From an optimization exercise on the open Yosys and OpenROAD flow, aimed at small area, a short achievable clock period and few clock cycles per item; shortcuts taken in it are not production practice.
The RTL was checked by simulation tests, not by an equivalence proof against the original design.
Power is estimated from default activity; no workload was simulated.

===== design/flow/config.mk =====
export PLATFORM = sky130hd
export DESIGN_NAME = mips_core
export DESIGN_NICKNAME = mips_core
export VERILOG_FILES = /design/flow/design.v
export SDC_FILE = /design/flow/constraint.sdc
export NUM_CORES = 4
export LEC_CHECK = 0
export ABC_AREA = 1
export CAP_MARGIN = 20
export CORE_MARGIN = 2
export CORE_UTILIZATION = 40
export SETUP_SLACK_MARGIN = 2.3
export SLEW_MARGIN = 20

===== design/flow/constraint.sdc =====
create_clock -name core_clock -period 5.0 [get_ports {clk}]
set_input_delay 1.0000 -clock core_clock [delete_from_list [all_inputs] [get_ports {clk}]]
set_output_delay 1.0000 -clock core_clock [all_outputs]
set_load 0.01 [all_outputs]

===== design/flow/design.v =====
package core_pkg;
    typedef logic [32-1:0]              word_t;
    typedef logic [30-1:0]            iaddr_t;
    typedef logic [$clog2(32)-1:0] reg_idx_t;
    typedef logic [5:0]  opcode_t;
    typedef logic [5:0]  funct_t;
    typedef logic [4:0]  shamt_t;
    typedef logic [15:0] imm_t;
endpackage
module fetch_unit (
    input  logic   clk,
    input  logic   rst_n,
    input  logic   imem_stall,
    input  core_pkg::word_t  imem_rdata,
    output core_pkg::iaddr_t imem_addr,
    output core_pkg::word_t  instr,
    output logic   instr_valid,
    output logic [32-1:1] rs_sel,
    output logic [32-1:1] rt_sel,
    input  logic   ex_valid,
    input  core_pkg::reg_idx_t ex_dest,
    output logic   rs_byp,
    output logic   rt_byp
);
    core_pkg::iaddr_t pc;
    always_ff @(posedge clk) begin
        if (!rst_n) begin
            pc          <= '0;
            instr_valid <= 1'b0;
        end else if (!imem_stall) begin
            pc          <= pc + 1'b1;
            instr_valid <= 1'b1;
        end
    end
    always_ff @(posedge clk) begin
        if (!imem_stall) begin
            instr <= imem_rdata;
            for (int i = 1; i < 32; i++) begin
                rs_sel[i] <= (imem_rdata[25:21] == i);
                rt_sel[i] <= (imem_rdata[20:16] == i);
            end
        end
    end
    always_ff @(posedge clk) begin
        if (!rst_n) begin
            rs_byp <= 1'b0;
            rt_byp <= 1'b0;
        end else if (!imem_stall) begin
            rs_byp <= ex_valid && (ex_dest == imem_rdata[25:21]);
            rt_byp <= ex_valid && (ex_dest == imem_rdata[20:16]);
        end
    end
    assign imem_addr = pc;
endmodule
module decode_control (
    input  logic     clk,
    input  logic     rst_n,
    input  logic     imem_stall,
    input  core_pkg::word_t    instr,
    input  logic     instr_valid,
    output core_pkg::reg_idx_t rs_idx,
    output core_pkg::reg_idx_t rt_idx,
    input  core_pkg::word_t    rs_data,
    input  core_pkg::word_t    rt_data,
    output logic     ex_valid,
    output core_pkg::reg_idx_t ex_dest,
    output core_pkg::word_t    d_a,
    output core_pkg::word_t    d_b,
    output logic     d_fwd_a,
    output logic     d_fwd_b,
    output logic     d_fwd_bn,
    output logic [9:0] ex_shd,
    output logic     ex_sub,
    output logic     ex_sel_add,
    output logic     ex_sel_slt,
    output logic     ex_sel_log,
    output logic     ex_sel_sll,
    output logic     ex_sel_srl,
    output logic [3:0] ex_tt
);
    localparam logic [3:0] TT_AND  = 4'b1000;
    localparam logic [3:0] TT_OR   = 4'b1110;
    localparam logic [3:0] TT_XOR  = 4'b0110;
    localparam logic [3:0] TT_NOR  = 4'b0001;
    localparam logic [3:0] TT_PASS = 4'b1010;
    core_pkg::opcode_t  opcode;
    core_pkg::funct_t   funct;
    core_pkg::imm_t     imm;
    core_pkg::reg_idx_t rd_idx;
    logic     d_known;
    logic     d_rtype;
    logic     d_sub;
    logic     d_add;
    logic     d_slt;
    logic     d_log;
    logic     d_sll;
    logic     d_srl;
    logic     d_lui;
    logic     d_zext;
    logic [3:0] d_tt;
    core_pkg::reg_idx_t d_dest;
    core_pkg::word_t    d_imm;
    assign opcode = instr[31:26];
    assign rs_idx = instr[25:21];
    assign rt_idx = instr[20:16];
    assign rd_idx = instr[15:11];
    assign funct  = instr[5:0];
    assign imm    = instr[15:0];
    assign d_rtype = (opcode == 6'h00);
    always_comb begin
        d_known = 1'b1;
        d_sub   = 1'b0;
        d_add   = 1'b0;
        d_slt   = 1'b0;
        d_log   = 1'b0;
        d_sll   = 1'b0;
        d_srl   = 1'b0;
        d_lui   = 1'b0;
        d_zext  = 1'b0;
        d_tt    = TT_PASS;
        case (opcode)
            6'h00: begin
                case (funct)
                    6'h20: d_add = 1'b1;
                    6'h22: begin d_add = 1'b1; d_sub = 1'b1; end
                    6'h24: begin d_log = 1'b1; d_tt = TT_AND; end
                    6'h25:  begin d_log = 1'b1; d_tt = TT_OR;  end
                    6'h26: begin d_log = 1'b1; d_tt = TT_XOR; end
                    6'h27: begin d_log = 1'b1; d_tt = TT_NOR; end
                    6'h2a: begin d_slt = 1'b1; d_sub = 1'b1; end
                    6'h00: d_sll = 1'b1;
                    6'h02: d_srl = 1'b1;
                    default:      d_known = 1'b0;
                endcase
            end
            6'h08: d_add = 1'b1;
            6'h0a: begin d_slt = 1'b1; d_sub = 1'b1; end
            6'h0c: begin d_log = 1'b1; d_tt = TT_AND; d_zext = 1'b1; end
            6'h0d:  begin d_log = 1'b1; d_tt = TT_OR;  d_zext = 1'b1; end
            6'h0f:  begin d_log = 1'b1; d_lui = 1'b1; end
            default:       d_known = 1'b0;
        endcase
    end
    assign d_dest = d_rtype ? rd_idx : rt_idx;
    assign d_imm = d_lui  ? {imm, 16'h0000}
                 : d_zext ? {16'h0000, imm}
                 : {{16{imm[15]}}, imm};
    assign d_a       = rs_data;
    assign d_b       = (d_rtype ? rt_data : d_imm) ^ {32{d_sub}};
    assign d_fwd_a   = ex_valid && (ex_dest == rs_idx);
    assign d_fwd_b   = ex_valid && (ex_dest == rt_idx) && d_rtype && !d_sub;
    assign d_fwd_bn  = ex_valid && (ex_dest == rt_idx) && d_rtype && d_sub;
    always_ff @(posedge clk) begin
        if (!rst_n) begin
            ex_valid <= 1'b0;
        end else if (!imem_stall) begin
            ex_valid <= instr_valid && d_known && (d_dest != '0);
        end
    end
    always_ff @(posedge clk) begin
        if (!imem_stall) begin
            ex_dest    <= d_dest;
            for (int i = 0; i < 4; i++) begin
                ex_shd[i]     <= (instr[7:6] == i);
                ex_shd[4 + i] <= (instr[9:8] == i);
            end
            ex_shd[8]  <= !instr[10];
            ex_shd[9]  <= instr[10];
            ex_sub     <= d_sub;
            ex_sel_add <= d_add;
            ex_sel_slt <= d_slt;
            ex_sel_log <= d_log;
            ex_sel_sll <= d_sll && d_rtype;
            ex_sel_srl <= d_srl && d_rtype;
            ex_tt      <= d_tt;
        end
    end
endmodule
module reg_file (
    input  logic     clk,
    input  logic     rst_n,
    input  core_pkg::reg_idx_t rs_idx,
    input  core_pkg::reg_idx_t rt_idx,
    input  logic [32-1:1] rs_sel,
    input  logic [32-1:1] rt_sel,
    input  logic     rs_byp,
    input  logic     rt_byp,
    output core_pkg::word_t    rs_data,
    output core_pkg::word_t    rt_data,
    input  logic     we,
    input  core_pkg::reg_idx_t waddr,
    input  core_pkg::word_t    wdata
);
    core_pkg::word_t regs [1:32-1];
    logic [32-1:1] written;
    always_ff @(posedge clk) begin
        for (int i = 1; i < 32; i++) begin
            if (we && (waddr == i)) regs[i] <= wdata;
        end
    end
    always_ff @(posedge clk) begin
        if (!rst_n) begin
            written <= '0;
        end else begin
            for (int i = 1; i < 32; i++) begin
                if (we && (waddr == i)) written[i] <= 1'b1;
            end
        end
    end
    logic rs_ok;
    logic rt_ok;
    core_pkg::word_t rs_arr;
    core_pkg::word_t rt_arr;
    always_comb begin
        rs_arr = '0;
        rt_arr = '0;
        rs_ok  = 1'b0;
        rt_ok  = 1'b0;
        for (int i = 1; i < 32; i++) begin
            rs_arr = rs_arr | ({32{rs_sel[i]}} & regs[i]);
            rt_arr = rt_arr | ({32{rt_sel[i]}} & regs[i]);
            rs_ok  = rs_ok | (rs_sel[i] && written[i]);
            rt_ok  = rt_ok | (rt_sel[i] && written[i]);
        end
    end
    assign rs_data = rs_byp ? wdata : (rs_arr & {32{rs_ok}});
    assign rt_data = rt_byp ? wdata : (rt_arr & {32{rt_ok}});
endmodule
module alu_unit (
    input  core_pkg::word_t   a,
    input  core_pkg::word_t   b,
    input  logic [9:0]        shd,
    input  logic              sub,
    input  logic [3:0]        tt,
    output core_pkg::word_t   sum,
    output core_pkg::word_t   logic_r,
    output core_pkg::word_t   shl,
    output core_pkg::word_t   shr,
    output logic              lt
);
    core_pkg::word_t p0;
    core_pkg::word_t gk [6];
    core_pkg::word_t pk [6];
    assign p0 = a ^ b;
    always_comb begin
        gk[0] = a & b;
        pk[0] = p0;
        gk[0][0] = (a[0] & b[0]) | (p0[0] & sub);
        for (int l = 0; l < 5; l++) begin
            for (int i = 0; i < 32; i++) begin
                if (i >= (1 << l)) begin
                    gk[l+1][i] = gk[l][i] | (pk[l][i] & gk[l][i - (1 << l)]);
                    pk[l+1][i] = pk[l][i] & pk[l][i - (1 << l)];
                end else begin
                    gk[l+1][i] = gk[l][i];
                    pk[l+1][i] = pk[l][i];
                end
            end
        end
    end
    assign sum = p0 ^ {gk[5][30:0], sub};
    assign lt = (a[31] ^ ~b[31]) ? a[31] : sum[31];
    always_comb begin
        for (int i = 0; i < 32; i++) logic_r[i] = tt[{a[i], b[i]}];
    end
    core_pkg::word_t shl1;
    core_pkg::word_t shl2;
    core_pkg::word_t shr1;
    core_pkg::word_t shr2;
    always_comb begin
        shl1 = '0;
        shr1 = '0;
        shl2 = '0;
        shr2 = '0;
        for (int i = 0; i < 4; i++) begin
            shl1 = shl1 | ({32{shd[i]}} & (b << i));
            shr1 = shr1 | ({32{shd[i]}} & (b >> i));
        end
        for (int i = 0; i < 4; i++) begin
            shl2 = shl2 | ({32{shd[4 + i]}} & (shl1 << (4 * i)));
            shr2 = shr2 | ({32{shd[4 + i]}} & (shr1 >> (4 * i)));
        end
        shl = ({32{shd[8]}} & shl2) | ({32{shd[9]}} & (shl2 << 16));
        shr = ({32{shd[8]}} & shr2) | ({32{shd[9]}} & (shr2 >> 16));
    end
endmodule
module execute_stage (
    input  logic     clk,
    input  logic     rst_n,
    input  logic     imem_stall,
    input  core_pkg::word_t    d_a,
    input  core_pkg::word_t    d_b,
    input  logic     d_fwd_a,
    input  logic     d_fwd_b,
    input  logic     d_fwd_bn,
    input  logic     ex_valid,
    input  core_pkg::reg_idx_t ex_dest,
    input  logic [9:0] ex_shd,
    input  logic     ex_sub,
    input  logic     ex_sel_add,
    input  logic     ex_sel_slt,
    input  logic     ex_sel_log,
    input  logic     ex_sel_sll,
    input  logic     ex_sel_srl,
    input  logic [3:0] ex_tt,
    output logic     wb_valid,
    output core_pkg::reg_idx_t wb_reg,
    output core_pkg::word_t    wb_data
);
    core_pkg::word_t ex_a;
    core_pkg::word_t ex_b;
    core_pkg::word_t sum;
    core_pkg::word_t logic_r;
    core_pkg::word_t shl;
    core_pkg::word_t shr;
    logic            lt;
    alu_unit i_alu (
        .a       (ex_a),
        .b       (ex_b),
        .shd     (ex_shd),
        .sub     (ex_sub),
        .tt      (ex_tt),
        .sum     (sum),
        .logic_r (logic_r),
        .shl     (shl),
        .shr     (shr),
        .lt      (lt)
    );
    logic go;
    assign go = !imem_stall;
    logic [4:0] sel;
    logic [4:0] sel_w;
    logic [4:0] sel_a;
    logic [4:0] sel_b;
    assign sel   = {ex_sel_add, ex_sel_log, ex_sel_sll, ex_sel_srl, ex_sel_slt};
    assign sel_w = sel & {5{go}};
    assign sel_a = sel & {5{go && d_fwd_a}};
    assign sel_b = sel & {5{go && d_fwd_b}};
    core_pkg::word_t res_all;
    core_pkg::word_t res_w;
    core_pkg::word_t res_a;
    core_pkg::word_t res_b;
    assign res_all = ({32{sel[4]}} & sum) | ({32{sel[3]}} & logic_r)
                   | ({32{sel[2]}} & shl) | ({32{sel[1]}} & shr)
                   | {31'b0, sel[0] & lt};
    assign res_w   = ({32{sel_w[4]}} & sum) | ({32{sel_w[3]}} & logic_r)
                   | ({32{sel_w[2]}} & shl) | ({32{sel_w[1]}} & shr)
                   | {31'b0, sel_w[0] & lt};
    assign res_a   = ({32{sel_a[4]}} & sum) | ({32{sel_a[3]}} & logic_r)
                   | ({32{sel_a[2]}} & shl) | ({32{sel_a[1]}} & shr)
                   | {31'b0, sel_a[0] & lt};
    assign res_b   = ({32{sel_b[4]}} & sum) | ({32{sel_b[3]}} & logic_r)
                   | ({32{sel_b[2]}} & shl) | ({32{sel_b[1]}} & shr)
                   | {31'b0, sel_b[0] & lt};
    always_ff @(posedge clk) begin
        wb_data <= res_w | ({32{imem_stall}} & wb_data);
    end
    always_ff @(posedge clk) begin
        ex_a <= res_a
              | ({32{go && !d_fwd_a}} & d_a)
              | ({32{imem_stall}} & ex_a);
        ex_b <= res_b
              | ({32{go && d_fwd_bn}} & ~res_all)
              | ({32{go && !d_fwd_b && !d_fwd_bn}} & d_b)
              | ({32{imem_stall}} & ex_b);
    end
    always_ff @(posedge clk) begin
        if (!rst_n) begin
            wb_valid <= 1'b0;
        end else if (!imem_stall) begin
            wb_valid <= ex_valid;
        end
    end
    always_ff @(posedge clk) begin
        if (!imem_stall) begin
            wb_reg <= ex_dest;
        end
    end
endmodule
module mips_core (
    input  logic     clk,
    input  logic     rst_n,
    output core_pkg::iaddr_t   imem_addr,
    input  core_pkg::word_t    imem_rdata,
    input  logic     imem_stall,
    output logic     wb_valid,
    output core_pkg::reg_idx_t wb_reg,
    output core_pkg::word_t    wb_data
);
    core_pkg::word_t    instr;
    logic     instr_valid;
    core_pkg::reg_idx_t rs_idx;
    core_pkg::reg_idx_t rt_idx;
    logic [32-1:1] rs_sel;
    logic [32-1:1] rt_sel;
    logic     rs_byp;
    logic     rt_byp;
    core_pkg::word_t    rs_data;
    core_pkg::word_t    rt_data;
    core_pkg::word_t    d_a;
    core_pkg::word_t    d_b;
    logic     d_fwd_a;
    logic     d_fwd_b;
    logic     d_fwd_bn;
    logic     ex_valid;
    core_pkg::reg_idx_t ex_dest;
    logic [9:0] ex_shd;
    logic     ex_sub;
    logic     ex_sel_add;
    logic     ex_sel_slt;
    logic     ex_sel_log;
    logic     ex_sel_sll;
    logic     ex_sel_srl;
    logic [3:0] ex_tt;
    fetch_unit i_fetch (
        .clk         (clk),
        .rst_n       (rst_n),
        .imem_stall  (imem_stall),
        .imem_rdata  (imem_rdata),
        .imem_addr   (imem_addr),
        .instr       (instr),
        .instr_valid (instr_valid),
        .rs_sel      (rs_sel),
        .rt_sel      (rt_sel),
        .ex_valid    (ex_valid),
        .ex_dest     (ex_dest),
        .rs_byp      (rs_byp),
        .rt_byp      (rt_byp)
    );
    decode_control i_decode (
        .clk         (clk),
        .rst_n       (rst_n),
        .imem_stall  (imem_stall),
        .instr       (instr),
        .instr_valid (instr_valid),
        .rs_idx      (rs_idx),
        .rt_idx      (rt_idx),
        .rs_data     (rs_data),
        .rt_data     (rt_data),
        .ex_valid    (ex_valid),
        .ex_dest     (ex_dest),
        .d_a         (d_a),
        .d_b         (d_b),
        .d_fwd_a     (d_fwd_a),
        .d_fwd_b     (d_fwd_b),
        .d_fwd_bn    (d_fwd_bn),
        .ex_shd      (ex_shd),
        .ex_sub      (ex_sub),
        .ex_sel_add  (ex_sel_add),
        .ex_sel_slt  (ex_sel_slt),
        .ex_sel_log  (ex_sel_log),
        .ex_sel_sll  (ex_sel_sll),
        .ex_sel_srl  (ex_sel_srl),
        .ex_tt       (ex_tt)
    );
    reg_file i_regs (
        .clk      (clk),
        .rst_n    (rst_n),
        .rs_idx   (rs_idx),
        .rt_idx   (rt_idx),
        .rs_sel   (rs_sel),
        .rt_sel   (rt_sel),
        .rs_byp   (rs_byp),
        .rt_byp   (rt_byp),
        .rs_data  (rs_data),
        .rt_data  (rt_data),
        .we       (wb_valid),
        .waddr    (wb_reg),
        .wdata    (wb_data)
    );
    execute_stage i_execute (
        .clk         (clk),
        .rst_n       (rst_n),
        .imem_stall  (imem_stall),
        .d_a         (d_a),
        .d_b         (d_b),
        .d_fwd_a     (d_fwd_a),
        .d_fwd_b     (d_fwd_b),
        .d_fwd_bn    (d_fwd_bn),
        .ex_valid    (ex_valid),
        .ex_dest     (ex_dest),
        .ex_shd      (ex_shd),
        .ex_sub      (ex_sub),
        .ex_sel_add  (ex_sel_add),
        .ex_sel_slt  (ex_sel_slt),
        .ex_sel_log  (ex_sel_log),
        .ex_sel_sll  (ex_sel_sll),
        .ex_sel_srl  (ex_sel_srl),
        .ex_tt       (ex_tt),
        .wb_valid    (wb_valid),
        .wb_reg      (wb_reg),
        .wb_data     (wb_data)
    );
endmodule

===== design/flow/flow/run.sh =====
#!/bin/bash
# The standard layout (standard.sh, its own synthesis script and
# registers), with three changes to how it is made:
#  - Yosys's full/half-adder extraction is off (ADDER_MAP_FILE empty), so ABC
#    maps the adder's carry logic itself;
#  - clock tree sinks are clustered 20 to a leaf buffer within 80 um, and
#    no dummy loads are added to balance the tree.
# Each tool's full log is under orfs/logs/; make's output is in standard.log.
set -euo pipefail
bash standard.sh \
    ADDER_MAP_FILE= \
    'CTS_ARGS=-sink_clustering_enable -repair_clock_nets -sink_clustering_size 20 -sink_clustering_max_diameter 80 -dont_use_dummy_load' \
    finish > standard.log 2>&1

===== design/flow/standard.sh =====
#!/bin/bash
# synth_recipe.tcl (not shown) runs the flow's synth.tcl, then flattens the netlist and writes it again
# the make line also repeats each setting of config.mk as NAME=value (left out here)
make -C /OpenROAD-flow-scripts/flow DESIGN_CONFIG=/design/flow/config.mk WORK_HOME=/design/flow/orfs CLKGATE_MAP_FILE= SYNTH_SCRIPT=/design/flow/synth_recipe.tcl "${@:-finish}"

==> results of run 1 <==
==> metrics by stage <==
stage | setup slack (ns) | instance area [µm²]
6_report | 2.219 | 74080
5_1_grt | 2.215 | 74060
4_1_cts | 2.276 | 73310
3_5_place_dp | 1.441 | 69990
3_3_place_gp | 1.434 | 69870
2_1_floorplan | 2.318 | 65720
==> metal layers <==
layer | vias up | GRT usage | part of all wire | routed length, µm
li1 | 26980 | - | - | -
met2 | 5511 | 0.5940 | 0.42 | 144200
met4 | 10 | 0.2722 | 0.090 | 30520
met1 | 30420 | 0.4759 | 0.34 | 115600
met5 | - | 0.001149 | 0.00017 | 58
met3 | 1499 | 0.1295 | 0.15 | 50160
==> cell usage in the layout (no fill, tap or decap), types with 23 or more instances in the layout <==
cell and instances:
inv_1 396, nor3_1 92, nor2_2 23, dfxtp_1 101
dlygate4sd2_1 56, clkdlybuf4s50_1 37, buf_12 43, a221oi_1 103
buf_6 32, nor2_1 761, o21a_1 27, clkbuf_16 89
o21ai_0 173, nand2_1 3673, nand3_1 338, dfxtp_2 44
a22o_1 63, buf_4 249, a21oi_1 231, nand4_1 218
edfxtp_1 1116, nor2_4 46
==> cell type report <==
type,count,area (µm²)
multi-input cells,5972,26180
fillers,16040,88880
repair buffers,442,4385
well taps,2175,2721
diodes,11,27.53
flip-flops and latches,1278,36870
inverters,425,1648
clock buffers,89,2227
repair inverters,2,12.51
==> kinds of logic after synthesis <==
kind of cell | Yosys count
flip-flops | 1278
AND/OR/NAND/NOR | 5235
XOR/XNOR | 15
AO/OA/AOI/OAI | 719
buffers and inverters | 847
==> how the worst max path moves through the flow <==
| stage | startpoint | to | slack [ns] | cells after the start |
|---|---|---|---|---|
| after floorplan | i_execute.wb_reg[4]$_DFFE_PN_ | i_regs.regs[1][0]$_DFFE_PP_ | 2.32 | 4 |
| after global placement | imem_stall | i_execute.ex_b[1]$_DFF_P_ | 1.43 | 8 |
| after detailed placement | imem_stall | i_execute.ex_b[3]$_DFF_P_ | 1.44 | 8 |
| after CTS | i_execute.wb_reg[4]$_DFFE_PN_ | i_regs.regs[1][21]$_DFFE_PP_ | 2.28 | 6 |
| after global routing | i_fetch.instr[28]$_DFFE_PN_ | i_execute.ex_b[2]$_DFF_P_ | 2.22 | 9 |
| final | i_fetch.instr[28]$_DFFE_PN_ | i_execute.ex_b[12]$_DFF_P_ | 2.22 | 9 |
==> worst max-delay path: stages, from the launching register on <==
cell and delay (ns):
edfxtp_1 0.43, nand2_1 0.09, inv_1 0.07, nand4_1 0.07, buf_4 0.25, clkinvlp_4 0.39, o21ai_0 0.86, nand3_1 0.16
nand3_1 0.13, nand4_1 0.09
==> power by group through the flow <==
| stage | clock network, mW | registers, mW | logic, mW |
|---|---|---|---|
| 2_1_floorplan | 0 | 12.6 | 1.78 |
| 3_3_place_gp | 0 | 12.7 | 3.72 |
| 3_5_place_dp | 0 | 12.7 | 3.74 |
| 4_1_cts | 6.82 | 12.4 | 3.94 |
| 5_1_grt | 7.16 | 12.5 | 4.33 |
| 6_report | 6.88 | 12.5 | 4.25 |
==> repair_timing <==
action / CTS / global route
hold endpoints to repair: 0 / 0
setup endpoints to repair: 263 / 153
buffers inserted: 61 / 49
gates resized for setup: 213 / 116
cloned: 9 / 1
pin swaps: 13 / 14
==> impl_results.md, run 1 <==
- Outcome: no timing/DRC/antenna violations
- Peak VDD IR: about 0.00026 V
- Max FFs per register: 992
- Top-Level Pins: ~100
- Gate power share: 0.180
- Post-DR wirelength/cell: roughly 33 µm
- Main combinational cell family by area after synthesis: simple AND/OR/NAND/NOR gates
- Slew margin rel.: 0.1971
- DRC viols: 0
- Final setup fails: 0
- Synth Register Bits: between 1000 and 1500
- Worst min path class: reg2reg
- Num rows: 148
- Avg Cell Area, Syn: about 8.1 µm²
- Synth Flop Type: edfxtp_1
- Asr flop ratio synth: 0
- Lkg Pwr: between 30 and 40 nW
- Multiplexer share of the synthesized area: 0
- Hold wc startpoint: i_fetch.instr_valid$_SDFFE_PN0N_
- CTS Buf Count: just under 90
- Vias per std cell: roughly 6.2
- Synth cell count leaders: 3690 x nand2_1, 1116 x edfxtp_1, 817 x nor2_1, 405 x inv_1, 340 x nand3_1
- Fraction of the mapped netlist area in simple logic gates: 0.3196
- Most common cell in the netlist: nand2_1
- Die Ht: 409.3 µm
- Initial core utilization: 0.4032
- Final hold vios: 0
- CTS tree: yes
- Syn. warnings: 8
- Synth Area in Adders: 0
- Hold depth: 2
- HPWL after detailed placement: approximately 210000 µm
- Crit path kind: reg2reg
- Share of layout cells above drive strength 1: 0.07736
- Switching pwr: between 7 and 8 mW
- Detailed Routing Iterations Pass 1: 9
- Sequential power share: 0.528
- Number of synthesized flops with an enable pin: roughly 1100
- Fin crit period: approximately 2.8 ns
- Hold endpoint: i_fetch.instr_valid$_SDFFE_PN0N_
- CP endpoint kind: flop
- Dominant cell type by area after synthesis: edfxtp_1
- Syn nets: ~8100
- GRT overflow: 0
- Fin util: 0.4546
- ANT nets after route: 0
- Total number of vias: approximately 64000
- Power per cell area: between 300 and 400 mW/mm²
- XOR/XNOR Fraction of Synth Area: 0.001999
- First-pass GRT wire length: 462500 µm
- Top reg by flops: i_regs.regs
- Largest net degree at the start of global routing: 90
- DRT iter0 DRCs: between 10000 and 15000
- # clock sinks: 1278
- Maxcap violations: 0
- Register area share after synthesis: 0.5594
- Reg-to-reg setup timing slack: between 2 and 2.5 ns
- Post-synthesis compound-gate area fraction: 0.06857
- Yosys top cell area share: 0.5100
- RSZ-0062 raised after global routing: yes
- Tot GR Track Use: 0.3937
- Max Slew Vio Count: 0
- CTS root buffer: clkbuf_16
- CTS H-tree lvls: 3
- Placed cell count: just over 10000
- Nets: a little over 8000
- Die area: between 0.15 and 0.2 mm²
- Hold Buf Count CTS: 0
- Clock Path Buffers: 3
- Critical path data required time: between 5 and 6 ns
- Worst Tran Pin Value: ~1.2 ns
- Critical path arrival: between 3 and 4 ns
- Sw Share: 0.3102
- Clock latency on the worst-skew pair: 0.78 ns
- P_int: 16.27 mW
- Distinct cells, synth: 56
- Crit Path Max Fanout: 19
- Worst-path clk slew: ~0.080 ns
- Clk_skew: ~0.15 ns
- Gate Count Post-Synth: a little over 8000
- Worst reg-to-reg path cell count: 9
- Worst flop-to-flop path endpoint: i_execute.ex_b[12]$_DFF_P_
- Setup Total Neg Slack: 0 ns
- Area Growth Syn to Fin: 12.74%
- Final hold slack: 0.4708 ns
- Non-Filler Instances: between 10000 and 15000
- Critical Path Start Type: flop
- Vias in the first global route: between 50000 and 60000
- Pwr Total: around 24 mW
- Die Wd: about 410 µm
- Mapped Area: roughly 0.066 mm²
- RD Place Congestion: between 1 and 1.5
- Max Clk Rate: around 360 MHz
- Initial antenna violation count: 16
- Number of port buffers: ~100
- CORE AREA: between 0.15 and 0.2 mm²
- Reg2reg start: i_fetch.instr[28]$_DFFE_PN_
- Routed wire length: roughly 340000 µm
- Clk network pwr share: 0.292
- Top cells by area, synth: edfxtp_1 51%, nand2_1 21%, dfxtp_1 4.9%
- Final Cycle Share: 0.5563
Testbench counts, summed over its fixed seeds: cycles 13,304, results 9,487.
==> run 2: changes to the inputs <==
--- a/design/flow/design.v
+++ b/design/flow/design.v
@@ -18,4 +18,8 @@
     output logic [32-1:1] rs_sel,
     output logic [32-1:1] rt_sel,
+    output logic   op_rtype,
+    output logic   op_sub,
+    output logic   op_lui,
+    output logic   op_zext,
     input  logic   ex_valid,
     input  core_pkg::reg_idx_t ex_dest,
@@ -36,10 +40,24 @@
         if (!imem_stall) begin
             instr <= imem_rdata;
-            for (int i = 1; i < 32; i++) begin
-                rs_sel[i] <= (imem_rdata[25:21] == i);
-                rt_sel[i] <= (imem_rdata[20:16] == i);
-            end
         end
     end
+    core_pkg::word_t    fw;
+    core_pkg::opcode_t  fw_op;
+    core_pkg::funct_t   fw_fn;
+    assign fw    = imem_stall ? instr : imem_rdata;
+    assign fw_op = fw[31:26];
+    assign fw_fn = fw[5:0];
+    always_ff @(posedge clk) begin
+        for (int i = 1; i < 32; i++) begin
+            rs_sel[i] <= (fw[25:21] == i);
+            rt_sel[i] <= (fw[20:16] == i);
+        end
+        op_rtype <= (fw_op == 6'h00);
+        op_sub   <= ((fw_op == 6'h00)
+                     && ((fw_fn == 6'h22) || (fw_fn == 6'h2a)))
+                 || (fw_op == 6'h0a);
+        op_lui   <= (fw_op == 6'h0f);
+        op_zext  <= (fw_op == 6'h0c) || (fw_op == 6'h0d);
+    end
     always_ff @(posedge clk) begin
         if (!rst_n) begin
@@ -59,4 +77,8 @@
     input  core_pkg::word_t    instr,
     input  logic     instr_valid,
+    input  logic     op_rtype,
+    input  logic     op_sub,
+    input  logic     op_lui,
+    input  logic     op_zext,
     output core_pkg::reg_idx_t rs_idx,
     output core_pkg::reg_idx_t rt_idx,
@@ -143,12 +165,12 @@
     end
     assign d_dest = d_rtype ? rd_idx : rt_idx;
-    assign d_imm = d_lui  ? {imm, 16'h0000}
-                 : d_zext ? {16'h0000, imm}
+    assign d_imm = op_lui  ? {imm, 16'h0000}
+                 : op_zext ? {16'h0000, imm}
                  : {{16{imm[15]}}, imm};
     assign d_a       = rs_data;
-    assign d_b       = (d_rtype ? rt_data : d_imm) ^ {32{d_sub}};
+    assign d_b       = (op_rtype ? rt_data : d_imm) ^ {32{op_sub}};
     assign d_fwd_a   = ex_valid && (ex_dest == rs_idx);
-    assign d_fwd_b   = ex_valid && (ex_dest == rt_idx) && d_rtype && !d_sub;
-    assign d_fwd_bn  = ex_valid && (ex_dest == rt_idx) && d_rtype && d_sub;
+    assign d_fwd_b   = ex_valid && (ex_dest == rt_idx) && op_rtype && !op_sub;
+    assign d_fwd_bn  = ex_valid && (ex_dest == rt_idx) && op_rtype && op_sub;
     always_ff @(posedge clk) begin
         if (!rst_n) begin
@@ -188,6 +210,5 @@
     output core_pkg::word_t    rs_data,
     output core_pkg::word_t    rt_data,
-    input  logic     we,
-    input  core_pkg::reg_idx_t waddr,
+    input  logic [32-1:1] we,
     input  core_pkg::word_t    wdata
 );
@@ -196,5 +217,5 @@
     always_ff @(posedge clk) begin
         for (int i = 1; i < 32; i++) begin
-            if (we && (waddr == i)) regs[i] <= wdata;
+            if (we[i]) regs[i] <= wdata;
         end
     end
@@ -204,5 +225,5 @@
         end else begin
             for (int i = 1; i < 32; i++) begin
-                if (we && (waddr == i)) written[i] <= 1'b1;
+                if (we[i]) written[i] <= 1'b1;
             end
         end
@@ -306,4 +327,5 @@
     output logic     wb_valid,
     output core_pkg::reg_idx_t wb_reg,
+    output logic [32-1:1] wb_we,
     output core_pkg::word_t    wb_data
 );
@@ -368,6 +390,10 @@
         if (!rst_n) begin
             wb_valid <= 1'b0;
+            wb_we    <= '0;
         end else if (!imem_stall) begin
             wb_valid <= ex_valid;
+            for (int i = 1; i < 32; i++) begin
+                wb_we[i] <= ex_valid && (ex_dest == i);
+            end
         end
     end
@@ -390,4 +416,8 @@
     core_pkg::word_t    instr;
     logic     instr_valid;
+    logic     op_rtype;
+    logic     op_sub;
+    logic     op_lui;
+    logic     op_zext;
     core_pkg::reg_idx_t rs_idx;
     core_pkg::reg_idx_t rt_idx;
@@ -395,4 +425,5 @@
     logic [32-1:1] rt_sel;
     logic     rs_byp;
+    logic [32-1:1] wb_we;
     logic     rt_byp;
     core_pkg::word_t    rs_data;
@@ -423,4 +454,8 @@
         .rs_sel      (rs_sel),
         .rt_sel      (rt_sel),
+        .op_rtype    (op_rtype),
+        .op_sub      (op_sub),
+        .op_lui      (op_lui),
+        .op_zext     (op_zext),
         .ex_valid    (ex_valid),
         .ex_dest     (ex_dest),
@@ -434,4 +469,8 @@
         .instr       (instr),
         .instr_valid (instr_valid),
+        .op_rtype    (op_rtype),
+        .op_sub      (op_sub),
+        .op_lui      (op_lui),
+        .op_zext     (op_zext),
         .rs_idx      (rs_idx),
         .rt_idx      (rt_idx),
@@ -465,6 +504,5 @@
         .rs_data  (rs_data),
         .rt_data  (rt_data),
-        .we       (wb_valid),
-        .waddr    (wb_reg),
+        .we       (wb_we),
         .wdata    (wb_data)
     );
@@ -490,4 +528,5 @@
         .wb_valid    (wb_valid),
         .wb_reg      (wb_reg),
+        .wb_we       (wb_we),
         .wb_data     (wb_data)
     );
==> design/flow/flow/run.sh (replaced) <==
#!/bin/bash
# The standard layout (standard.sh, its own synthesis script and
# registers), with these changes to how it is made:
#  - Yosys's full/half-adder extraction is off (ADDER_MAP_FILE empty), so ABC
#    maps the adder's carry logic itself;
#  - every input and output port is still buffered, with buf_4 instead of
#    the default delay buffer;
#  - timing repair may resize cells across footprints;
#  - clock tree sinks are clustered 20 to a leaf buffer within 80 um, and
#    no dummy loads are added to balance the tree.
# Each tool's full log is under orfs/logs/; make's output is in standard.log.
set -euo pipefail
bash standard.sh \
    ADDER_MAP_FILE= \
    'BUFFER_PORTS_ARGS=-buffer_cell sky130_fd_sc_hd__buf_4' \
    MATCH_CELL_FOOTPRINT=0 \
    'CTS_ARGS=-sink_clustering_enable -repair_clock_nets -sink_clustering_size 20 -sink_clustering_max_diameter 80 -dont_use_dummy_load' \
    finish > standard.log 2>&1
--- a/design/flow/config.mk
+++ b/design/flow/config.mk
@@ -9,5 +9,5 @@
 export CAP_MARGIN = 20
 export CORE_MARGIN = 2
-export CORE_UTILIZATION = 40
-export SETUP_SLACK_MARGIN = 2.3
+export CORE_UTILIZATION = 45
+export SETUP_SLACK_MARGIN = 2.5
 export SLEW_MARGIN = 20
==> run 2 against run 1 <==
- flip-flop and latch count increased by 35
- combinational power decreased by 2%
- core utilization increased by 5.5 points
- largest cell class unchanged
- power increased by 0.43%
- sequential share of layout area about the same
- maximum frequency increased by 9.5%
- clock skew decreased by 0.020 ns
==> impl_results.md, run 2 <==
- Detailed Routing Iterations Pass 1: 7 (-2)
- Initial core utilization: 0.4531 (+0.04989)
- Clock latency on the worst-skew pair: 0.78 ns (about the same)
- Fillers: 13770 (-14%)
- GRT met1 Usage: 0.5637 (+0.08783)
- Max Slew Vio Count: 0 (unchanged)
- Crit path kind: reg2reg
- Slew margin rel.: 0.1745 (-0.02261)
- # clock sinks: 1313 (+2.7%)
- CP endpoint kind: flop
- Worst-path clk slew: 0.09 ns (about the same)
- Largest net degree at the start of global routing: 70 (-22%)
- Fin crit period: 2.539 ns (-0.2420 ns)
- Critical path data required time: 5.63 ns (+0.10 ns)
- Top cells by area, synth: edfxtp_1 47%, nand2_1 20%, dfxtp_1 8.5%
- Finished layout cell area: 0.07428 mm² (+0.27%)
- Mapped Area: 0.06604 mm² (+0.50%)
- Dominant cell type by area after synthesis: edfxtp_1
- Fraction of the mapped netlist area in simple logic gates: 0.3033 (-0.01630)
- Yosys top cell area share: 0.4693 (-0.04074)
- Number of synthesized flops with an enable pin: 1032 (-7.5%)
- RD Place Congestion: 1.105 (+5.1%)
- Top reg by flops: i_regs.regs
- Die Wd: 387.1 µm (-5.4%)
- Tot GR Track Use: 0.4563 (+0.06254)
- Asr flop ratio synth: 0 (unchanged)
- Number of port buffers: 102 (unchanged)
- Hold Buf Count CTS: 0 (unchanged)
- DRC viols: 0 (unchanged)
- Post-synthesis compound-gate area fraction: 0.08856 (+0.01999)
- Vias in the first global route: 59090 (+0.68%)
- Final setup fails: 0 (unchanged)
- Post-DR wirelength/cell: 35.09 µm (+7.1%)
- Synth Register Bits: 1313 (+2.7%)
- Total placed instance area: 0.06917 mm² (-1.2%)
- Distinct cells, synth: 57 (+1.8%)
- Non-Filler Instances: 10060 (-3.2%)
- Most common cell in the netlist: nand2_1
- Clock Path Buffers: 3 (unchanged)
- Final hold vios: 0 (unchanged)
- GRT overflow: 0 (unchanged)
- Nets: 8175 (-0.85%)
- Met3 usage: 0.1590 (+0.02944)
- Avg Cell Area, Syn: 8.253 µm² (+1.7%)
- Setup WS pre-CTS: 1.587 ns (+0.1456 ns)
- CTS root buffer: clkbuf_16
- Die area: 0.1498 mm² (-11%)
- Routed wire length: 353100 µm (+3.7%)
- Critical Path Start Type: flop
- Clk_skew: 0.1261 ns (-0.01985 ns)
- Area Growth Syn to Fin: 12.48%
- Fin worst setup slack: 2.461 ns (+0.2420 ns)
- DRT iter0 DRCs: 11700 (+5.2%)
- Vias per std cell: 6.459 (+4.2%)
- Gate Count Post-Synth: 8002 (-1.1%)
- CTS tree: yes
- Commonest non-fill, non-tap cell in the layout: nand2_1
- Max Clk Rate: 393.8 MHz (+9.5%)
- Synth Flop Type: edfxtp_1
- Main combinational cell family by area after synthesis: simple AND/OR/NAND/NOR gates
- Share of layout cells above drive strength 1: 0.1155 (+0.03814)
- Max FFs per register: 992 (unchanged)
- Setup Total Neg Slack: 0 ns (unchanged)
- Syn nets: 8037 (-1.1%)
- First-pass GRT wire length: 474700 µm (+2.6%)
- CTS Buf Count: 88 (-1.1%)
- Total number of vias: 64980 (+0.88%)
- XOR/XNOR Fraction of Synth Area: 0.002994 (+0.0009942)
- RSZ-0062 raised after global routing: yes
- Worst Tran Pin Value: 1.225 ns (+0.02382 ns)
- ANT nets after route: 0 (unchanged)
- Die Ht: 387.1 µm (-5.4%)
- Outcome: no timing/DRC/antenna violations
- Critical path arrival: 3.16 ns (-0.16 ns)
- GR peak layer: met2
- Power per cell area: 318.9 mW/mm² (+0.16%)
- Final Cycle Share: 0.5078 (-0.04841)
- Maxcap violations: 0 (unchanged)
- Hold depth: 1 (-1)
- Placed cell count: 9814 (-3.5%)
- Initial antenna violation count: 13 (-3)
- Num rows: 140 (-5.4%)
- Fin util: 0.5097 (+0.05507)
- Met2 Use GR: 0.6616 (+0.06762)
- Peak VDD IR: 0.0002424 V (-5.9%)
- Lkg Pwr: 30.14 nW (-1.7%)
- Top-Level Pins: 103 (unchanged)
- Syn. warnings: 8 (unchanged)
- Synth cell count leaders: 3486 x nand2_1, 1032 x edfxtp_1, 760 x nor2_1, 327 x inv_1, 307 x nand3_1
- CORE AREA: 0.1457 mm² (-11%)
- Worst reg-to-reg path cell count: 9 (unchanged)
- CTS H-tree lvls: 3 (unchanged)
- HPWL after detailed placement: 217800 µm (+1.5%)
- Worst min path class: in2reg
- Most frequent cells in the layout: 3443 x nand2_1, 1032 x edfxtp_1, 737 x nor2_1, 363 x buf_4, 317 x inv_1
- Register area share after synthesis: 0.5545 (-0.004909)
- Synth Area in Adders: 0 (unchanged)
- Crit Path Max Fanout: 20 (+1)
- Multiplexer share of the synthesized area: 0.0006063 (+0.0006063)
run 2: cell types whose count changed in the layout (fill, tap and decap cells not counted), sizes merged, moves of 47 or more:
cell / delta
dlygate4sd2: -56
inv: -60
a21oi: +60
buf: +135
dfxtp: +119
a221oi: +47
nand2: -189
edfxtp: -84
run 2: final timing paths:
check                                   startpoint                                to  slack, ns
setup / recovery         i_fetch.rs_sel[5]$_DFF_P_        i_execute.ex_a[25]$_DFF_P_       2.46
hold / removal                      imem_rdata[11]       i_fetch.instr[11]$_DFFE_PN_       0.46
setup reg to reg         i_fetch.rs_sel[5]$_DFF_P_        i_execute.ex_a[25]$_DFF_P_       2.46
hold reg to reg   i_fetch.instr_valid$_SDFFE_PN0N_  i_fetch.instr_valid$_SDFFE_PN0N_       0.47
run 2: cells by family after synthesis:
family          count (synthesis)
compound gates                917
xor+xnor                       20
buf+inv                       795
flops                        1313
mux                             4
simple gates                 4953
run 2: what timing repair did:
item,4_1_cts,5_1_grt
pin swaps,12,25
endpoints found under the setup margin,117,100
gates resized for setup,216,204
buffers inserted,64,80
gates cloned,5,2
endpoints found under the hold margin,0,0
run 2: cell type report:
| class | count | area (µm²) | area share |
|---|---|---|---|
| timing repair buffer | 475 | 4588 | 0.06177 |
| multi-input combinational | 5896 | 26690 | 0.3593 |
| antenna | 6 | 15.01 | 0.0002021 |
| inverter | 365 | 1421 | 0.01914 |
| tap | 1917 | 2399 | 0.03229 |
| timing repair inverter | 1 | 5.005 | 0.00006738 |
| clock buffer | 88 | 2202 | 0.02965 |
| sequential | 1313 | 36960 | 0.4976 |
run 2: critical path, cell delays in order (launching register included):
cell and delay (ns):
dfxtp_4 0.70, buf_6 0.44, a22o_1 0.23, nor2_1 0.05, nand2_1 0.07, nor2_1 0.05
nand2_1 0.23, a21oi_1 0.13, or2_2 0.32, nand4_1 0.08
run 2: stage by stage:
stage	hold slack (ns)	power, mW
floorplan	0.4206	14.54
global route	0.4341	24.08
detailed placement	0.4545	16.41
finish	0.4614	23.69
global placement	0.4518	16.41
CTS	0.4357	23.17
run 2: report_power, final:
group / internal, mW / total (mW) / switching [mW]
Combinational: 1.06 / 4.17 / 3.11
Clock: 3.11 / 6.90 / 3.79
Sequential: 12.3 / 12.6 / 0.363
Total: 16.4 / 23.7 / 7.26
run 2: layer usage:
metal | vias to the layer above | wire length, µm
met5 | - | 149
met4 | 10 | 33360
met3 | 1437 | 54570
met2 | 5742 | 144700
met1 | 30760 | 120300
li1 | 27030 | -
Testbench counts of run 2, summed over its fixed seeds: cycles 13,304, results 9,487.
==> run 3: changes to the inputs <==
--- a/design/flow/config.mk
+++ b/design/flow/config.mk
@@ -10,4 +10,4 @@
 export CORE_MARGIN = 2
 export CORE_UTILIZATION = 45
-export SETUP_SLACK_MARGIN = 2.5
+export SETUP_SLACK_MARGIN = 2.8
 export SLEW_MARGIN = 20
==> run 3 against run 2 <==
- core utilization increased by 5.7 points
- design area increased by 11%
- largest cell class unchanged
- critical path depth increased by 1
- routed wire length increased by 9.5%
- die area unchanged
- register-to-register slack improved by 0.14 ns
- largest power group unchanged
- flip-flop and latch count unchanged
- first-iteration DRC count increased by 10%
- combinational power increased by 31%
==> impl_results.md, run 3 <==
- Outcome: no timing/DRC/antenna violations
- Clk_skew: 0.1178 ns (-0.008320 ns)
- Area Growth Syn to Fin: 24.96%
- Synth Area in Adders: 0 (unchanged)
- Sequential power share: 0.501 (-0.032)
- HPWL after detailed placement: 222600 µm (+2.2%)
- Worst min path class: in2reg
- Routed wire length: 386800 µm (+9.5%)
- Gate Count Post-Synth: 8002 (unchanged)
- Hold Buf Count CTS: 0 (unchanged)
- Reg2reg start: i_fetch.rs_sel[7]$_DFF_P_
- Initial antenna violation count: 21 (+8)
- Commonest non-fill, non-tap cell in the layout: nand2_1
- Final hold vios: 0 (unchanged)
- RSZ-0062 raised after global routing: yes
- ANT nets after route: 0 (unchanged)
- Vias in the first global route: 61810 (+4.6%)
- Max Clk Rate: 417.1 MHz (+5.9%)
- Clock Path Buffers: 3 (unchanged)
- Worst setup path start: i_fetch.rs_sel[7]$_DFF_P_
- CTS root buffer: clkbuf_16
- Tot GR Track Use: 0.4896 (+0.03334)
- Syn. warnings: 8 (unchanged)
- Register area share after synthesis: 0.5545 (unchanged)
- Fin util: 0.5662 (+0.05657)
- Syn nets: 8037 (unchanged)
- CTS tree: yes
- Max Slew Vio Count: 0 (unchanged)
- Sw Share: 0.3175 (+0.01088)
- Synth Register Bits: 1313 (unchanged)
- Fin worst setup slack: 2.602 ns (+0.1416 ns)
- Top reg by flops: i_regs.regs
- Setup WS pre-CTS: 1.610 ns (+0.02346 ns)
- DRC viols: 0 (unchanged)
- CP Cell Sequence: buf_12 -> nand2_1 -> nand2_1 -> a221oi_2 -> nor3b_2 -> nand4_1 -> nand2_1 -> nand2_2 -> nand2_2 -> nand3_2
- Final setup fails: 0 (unchanged)
- Power per cell area: 304.4 mW/mm² (-4.5%)
- Critical path's top delay family: simple AND/OR/NAND/NOR gates
- Peak VDD IR: 0.0002895 V (+19%)
- Multiplexer share of the synthesized area: 0.0006063 (unchanged)
- Die area: 0.1498 mm² (unchanged)
- Worst-path cell with the longest stage delay: nand4_1
- Max FFs per register: 992 (unchanged)
- Top-Level Pins: 103 (unchanged)
- Num rows: 140 (unchanged)
- Die Ht: 387.1 µm (unchanged)
- Distinct cells, synth: 57 (unchanged)
- Worst-path clk slew: 0.08 ns (about the same)
- Post-synthesis compound-gate area fraction: 0.08856 (unchanged)
- Vias per std cell: 6.601 (+2.2%)
- Number of port buffers: 102 (unchanged)
- Switching pwr: 7.977 mW (+9.8%)
- Mapped Area: 0.06604 mm² (unchanged)
- Yosys top cell area share: 0.4693 (unchanged)
- Total number of vias: 68870 (+6.0%)
- Synth cell count leaders: 3486 x nand2_1, 1032 x edfxtp_1, 760 x nor2_1, 327 x inv_1, 307 x nand3_1
- Number of synthesized flops with an enable pin: 1032 (unchanged)
- Die Wd: 387.1 µm (unchanged)
- Critical Path Start Type: flop
- RD Place Congestion: 1.084 (-2.0%)
- Clock latency on the worst-skew pair: 0.78 ns (about the same)
- Fin crit period: 2.398 ns (-0.1416 ns)
- P_int: 17.15 mW (+4.4%)
- Crit Path Max Fanout: 32 (+60%)
- CP endpoint kind: flop
- Detailed Routing Iterations Pass 1: 10 (+3)
- Critical path arrival: 3.00 ns (-0.16 ns)
- Synth Flop Type: edfxtp_1
- Main combinational cell family by area after synthesis: simple AND/OR/NAND/NOR gates
- Dominant cell type by area after synthesis: edfxtp_1
- Most frequent cells in the layout: 3234 x nand2_1, 1032 x edfxtp_1, 625 x nor2_1, 469 x buf_4, 289 x inv_1
- CORE AREA: 0.1457 mm² (unchanged)
- Reg-to-reg setup timing slack: 2.60 ns (+0.14 ns)
- Nets: 8538 (+4.4%)
- Asr flop ratio synth: 0 (unchanged)
- Final Cycle Share: 0.4795 (-0.02832)
- Final hold slack: 0.4160 ns (-0.04541 ns)
- Initial core utilization: 0.4531 (unchanged)
- Fraction of the mapped netlist area in simple logic gates: 0.3033 (unchanged)
- Clk network pwr share: 0.282 (-0.009)
- Share of layout cells above drive strength 1: 0.2281 (+0.1126)
- Largest net degree at the start of global routing: 54 (-23%)
- Most common cell in the netlist: nand2_1
- First-pass GRT wire length: 506000 µm (+6.6%)
- DRT iter0 DRCs: 12900 (+10%)
- # clock sinks: 1313 (unchanged)
- Lkg Pwr: 33.43 nW (+11%)
- Gate power share: 0.217 (+0.041)
- XOR/XNOR Fraction of Synth Area: 0.002994 (unchanged)
- Setup Total Neg Slack: 0 ns (unchanged)
- Max stage delay on crit path: 0.49 ns (-0.21 ns)
- Post-DR wirelength/cell: 37.07 µm (+5.6%)
- Slew margin rel.: 0.1135 (-0.06098)
- Worst Tran Pin Value: 1.330 ns (+0.1044 ns)
- GRT overflow: 0 (unchanged)
- Cell repeated most along the worst path: nand2_1
- Top cells by area, synth: edfxtp_1 47%, nand2_1 20%, dfxtp_1 8.5%
- CTS H-tree lvls: 3 (unchanged)
- Avg Cell Area, Syn: 8.253 µm² (unchanged)
- Maxcap violations: 0 (unchanged)
- CTS Buf Count: 91 (+3.4%)
- Crit path kind: reg2reg
- Worst Path Buf+Inv: 1 (unchanged)
- Critical path data required time: 5.60 ns (-0.03 ns)
- Hold wc startpoint: imem_rdata[11]
run 3: final timing paths:
| kind | end | cells past startpoint |
|---|---|---|
| setup / recovery | i_execute.ex_a[12]$_DFF_P_ | 10 |
| hold / removal | i_fetch.instr[11]$_DFFE_PN_ | 1 |
| setup reg to reg | i_execute.ex_a[12]$_DFF_P_ | 10 |
| hold reg to reg | i_fetch.instr_valid$_SDFFE_PN0N_ | 2 |
run 3: worst reg2reg max path, stage by stage, from the launching register on:
cell and delay, ns:
dfxtp_2 0.35, buf_12 0.20, nand2_1 0.21, nand2_1 0.08, a221oi_2 0.22, nor3b_2 0.21
nand4_1 0.49, nand2_1 0.24, nand2_2 0.09, nand2_2 0.10, nand3_2 0.06
run 3: layout make-up:
class                           instances  area [µm²]
Clock buffer                           91        2277
Timing Repair inverter                  1       6.256
Sequential cell                      1313       37240
Inverter                              365        1509
Timing Repair Buffer                  835        9564
Fill cell                           13200       63220
Antenna cell                           14       35.03
Tap cell                             1917        2399
Multi-Input combinational cell       5896       29490
run 3: logic make-up (layout without fill, tap and decap cells):
family | after synthesis | in the layout
other | 0 | 14
AO/OA/AOI/OAI | 917 | 917
flip-flops | 1313 | 1313
buffers and inverters | 795 | 1292
multiplexers | 4 | 4
AND/OR/NAND/NOR | 4953 | 4955
XOR/XNOR | 20 | 20
run 3: power groups by stage:
stage	clock network, mW	registers (mW)	logic [mW]
6_report	7.09	12.6	5.46
4_1_cts	7.01	12.6	4.58
2_1_floorplan	0	12.9	1.69
3_3_place_gp	0	12.9	3.54
3_5_place_dp	0	12.9	3.54
5_1_grt	7.35	12.6	5.49
run 3: stage by stage:
stage / instances / area, µm² / total power [mW]
detailed placement: 9806 / 69110 / 16.45
global route: 10420 / 82490 / 25.41
CTS: 10240 / 77920 / 24.16
global placement: 9806 / 69110 / 16.46
floorplan: 8002 / 66080 / 14.54
finish: 10430 / 82520 / 25.12
run 3: repair_timing:
action                                  4_1_cts  5_1_grt
buffers inserted                            319      155
resized for setup                           928      759
pin swaps                                    73      250
endpoints found under the setup margin      203      214
cloned                                       28       18
run 3: layer usage:
metal  part of all wire  vias to the layer above  wire length, µm  track usage
met5            0.00058                        -              225            0
met4               0.11                       14            42850       0.3964
met3               0.16                     1977            63750       0.1897
met2               0.39                     6594           152500       0.6913
met1               0.33                    32470           127500       0.5929
li1                   -                    27810                -            -
==> run 4: changes to the inputs <==
--- a/design/flow/config.mk
+++ b/design/flow/config.mk
@@ -10,4 +10,4 @@
 export CORE_MARGIN = 2
 export CORE_UTILIZATION = 45
-export SETUP_SLACK_MARGIN = 2.8
+export SETUP_SLACK_MARGIN = 2.65
 export SLEW_MARGIN = 20
==> run 4 against run 3 <==
- critical path depth is 2 lower
- design area shrank 6.2%
- maximum frequency shrank 3.7%
- routed wire length down 4.0%
- clock skew grew 0.018 ns
- sequential power about the same
- first-iteration DRC count shrank 4.7%
- worst hold slack got worse by 0.0070 ns
- highest routed layer unchanged
==> impl_results.md, run 4 <==
- Max Slew Vio Count: 0 (unchanged)
- CP endpoint kind: flop
- Top cells by area, synth: edfxtp_1 47%, nand2_1 20%, dfxtp_1 8.5%
- HPWL after detailed placement: 221400 µm (-0.54%)
- Final hold slack: 0.4090 ns (-0.007010 ns)
- Syn nets: 8037 (unchanged)
- CORE AREA: 0.1457 mm² (unchanged)
- Vias in the first global route: 61080 (-1.2%)
- DRT iter0 DRCs: 12290 (-4.7%)
- Vias per std cell: 6.598 (about the same)
- # clock sinks: 1313 (unchanged)
- Met3 wire len: 58860 µm (-7.7%)
- Routed wire length: 371200 µm (-4.0%)
- Critical path data required time: 5.45 ns (-0.15 ns)
- Multiplexer share of the synthesized area: 0.0006063 (unchanged)
- Num rows: 140 (unchanged)
- RD Place Congestion: 1.125 (+3.8%)
- Lkg Pwr: 31.41 nW (-6.1%)
- Most common cell in the netlist: nand2_1
- Max Clk Rate: 401.6 MHz (-3.7%)
- Power per cell area: 317.6 mW/mm² (+4.3%)
- CTS root buffer: clkbuf_16
- Detailed Routing Iterations Pass 1: 10 (unchanged)
- DRC viols: 0 (unchanged)
- Final setup fails: 0 (unchanged)
- Initial antenna violation count: 14 (-33%)
- Max FFs per register: 992 (unchanged)
- Syn. warnings: 8 (unchanged)
- Worst setup path start: i_fetch.rs_sel[5]$_DFF_P_
- Fraction of the mapped netlist area in simple logic gates: 0.3033 (unchanged)
- Final hold vios: 0 (unchanged)
- Hold wc startpoint: imem_rdata[12]
- Slew margin rel.: 0.1321 (+0.01857)
- Asr flop ratio synth: 0 (unchanged)
- Clk_skew: 0.1359 ns (+0.01817 ns)
- Fin util: 0.5313 (-0.03494)
- Dominant cell type by area after synthesis: edfxtp_1
- Worst min path class: in2reg
- Distinct cells, synth: 57 (unchanged)
- DR WL met2: 149700 µm (-1.8%)
- Tot GR Track Use: 0.4746 (-0.01506)
- Register area share after synthesis: 0.5545 (unchanged)
- Highest routing layer actually used: met5
- Final Cycle Share: 0.4980 (+0.01851)
- Largest net degree at the start of global routing: 50 (-7.4%)
- Setup WS pre-CTS: 1.483 ns (-0.1270 ns)
- Worst-path clk slew: 0.09 ns (about the same)
- Critical path arrival: 2.94 ns (-0.06 ns)
- Clock Path Buffers: 3 (unchanged)
- Post-DR wirelength/cell: 36.37 µm (-1.9%)
- Reg2reg start: i_fetch.rs_sel[5]$_DFF_P_
- Die area: 0.1498 mm² (unchanged)
- Post-synthesis compound-gate area fraction: 0.08856 (unchanged)
- Worst Tran Pin Value: 1.288 ns (-0.04148 ns)
- Area Growth Syn to Fin: 17.25%
- ANT nets after route: 0 (unchanged)
- XOR/XNOR Fraction of Synth Area: 0.002994 (unchanged)
- Clock latency on the worst-skew pair: 0.79 ns (about the same)
- Pwr Total: 24.59 mW (-2.1%)
- Commonest non-fill, non-tap cell in the layout: nand2_1
- Maxcap violations: 0 (unchanged)
- Number of port buffers: 102 (unchanged)
- Synth Area in Adders: 0 (unchanged)
- Mapped Area: 0.06604 mm² (unchanged)
- Most frequent cells in the layout: 3407 x nand2_1, 1032 x edfxtp_1, 692 x nor2_1, 410 x buf_4, 313 x inv_1
- Avg Cell Area, Syn: 8.253 µm² (unchanged)
- Die Ht: 387.1 µm (unchanged)
- GRT overflow: 0 (unchanged)
- Synth Flop Type: edfxtp_1
- Synth Register Bits: 1313 (unchanged)
- Yosys top cell area share: 0.4693 (unchanged)
- CTS tree: yes
- Crit path kind: reg2reg
- Setup Total Neg Slack: 0 ns (unchanged)
- CTS H-tree lvls: 3 (unchanged)
- Share of layout cells above drive strength 1: 0.1554 (-0.07270)
- CTS Buf Count: 92 (+1.1%)
- Peak VDD IR: 0.0002936 V (+1.4%)
- Outcome: no timing/DRC/antenna violations
- Post-Route M1 WL: 124300 µm (-2.5%)
- Fin worst setup slack: 2.510 ns (-0.09254 ns)
- Number of synthesized flops with an enable pin: 1032 (unchanged)
- Total number of vias: 67350 (-2.2%)
- RSZ-0062 raised after global routing: yes
- First-pass GRT wire length: 493200 µm (-2.5%)
- Nets: 8313 (-2.6%)
- Main combinational cell family by area after synthesis: simple AND/OR/NAND/NOR gates
- Initial core utilization: 0.4531 (unchanged)
- Hold Buf Count CTS: 0 (unchanged)
- Fin crit period: 2.490 ns (+0.09254 ns)
- Top reg by flops: i_regs.regs
- Gate Count Post-Synth: 8002 (unchanged)
- Top-Level Pins: 103 (unchanged)
- Die Wd: 387.1 µm (unchanged)
- Synth cell count leaders: 3486 x nand2_1, 1032 x edfxtp_1, 760 x nor2_1, 327 x inv_1, 307 x nand3_1
- Crit Path Max Fanout: 21 (-34%)
- Critical Path Start Type: flop
-- run 4: cell counts after synthesis --
No cell type changed its count.
-- run 4: worst max-delay path, stage by stage (launching register included) --
cell     delay (ns)
dfxtp_4        0.50
buf_12         0.25
a22o_1         0.26
nor3_1         0.31
nand3_4        0.22
nand2_1        0.10
nand2_1        0.06
nand2_2        0.12
nand4_1        0.28
-- run 4: repair_timing --
| action | CTS | global route |
|---|---|---|
| setup buffers | 184 | 76 |
| pin swaps | 26 | 55 |
| cloned | 23 | 8 |
| endpoints found under the hold margin | 0 | 0 |
| setup endpoints to repair | 209 | 156 |
| resized for setup | 513 | 359 |
-- run 4: routing by layer --
layer,GRT usage,vias to the layer above
met3,0.1714,1964
met1,0.5791,31740
met5,0,-
li1,-,27300
met2,0.6823,6334
met4,0.3666,10
-- run 4: path summary, 6_finish.rpt --
check,slack [ns],cells past startpoint,end
worst max-delay path,2.51,8,i_execute.ex_a[8]$_DFF_P_
worst min-delay path,0.41,1,i_fetch.instr[12]$_DFFE_PN_
worst max register to register,2.51,8,i_execute.ex_a[8]$_DFF_P_
worst min register to register,0.46,2,i_fetch.instr_valid$_SDFFE_PN0N_
-- run 4: cells by family after synthesis --
logic type,Yosys count
AO/OA/AOI/OAI,917
XOR/XNOR,20
buffers and inverters,795
flip-flops,1313
multiplexers,4
AND/OR/NAND/NOR,4953
-- run 4: metrics by stage --
stage                     area, µm²  std cells
after floorplan               66040       8002
after global placement        69090       9810
after detailed placement      69090       9810
after CTS                     75190      10110
after global routing          77400      10200
final                         77430      10210
-- run 4: power by group --
| group | switching (mW) | internal [mW] |
|---|---|---|
| Clock | 3.91 | 3.24 |
| Sequential | 0.341 | 12.3 |
| Combinational | 3.45 | 1.38 |
-- run 4: final cells by class --
class	instances	area, µm²
Sequential cell	1313	37110
Fill cell	13610	68310
Antenna cell	14	35.03
Clock buffer	92	2302
Timing Repair inverter	2	15.01
Multi-Input combinational cell	5895	27480
Timing Repair Buffer	609	6644
Inverter	365	1441
Tap cell	1917	2399

==> separate check: timing with driven ports <==
No port has a modelled driver above. Below, the same layouts with a new extraction and two added sets of constraints.
Step 1 (the two cells are an assumption about what drives the block):
set clk [get_ports {clk}]
set_driving_cell -lib_cell sky130_fd_sc_hd__clkbuf_16 $clk
set_driving_cell -lib_cell sky130_fd_sc_hd__buf_2 [delete_from_list [all_inputs] $clk]
Step 2 adds t to the input delays and takes it off the output delays; t is the mean of the earliest and latest rising clock arrival at the registers after step 1. Input paths then give back, and output paths get back, about the clock's delay inside the block.
Three values: ideal ports, drivers, drivers and shift; two values: the first two.
| run | t (ns) | setup WS [ns] | worst setup path at the end | pins driven straight from the clock port |
|---|---|---|---|---|
| run 1 | 0.787 | 2.219 / 2.219 / 1.522 | input to register | 1 |
| run 2 | 0.800 | 2.461 / 2.423 / 1.871 | input to register | 1 |
| run 3 | 0.810 | 2.602 / 2.534 / 2.063 | input to register | 1 |
| run 4 | 0.815 | 2.510 / 2.510 / 1.916 | input to register | 1 |
After both steps setup and hold are still met in every run listed. The setup slack of run 1, which loses most, moves by 0.000 ns with the drivers and by -0.697 ns with both steps.
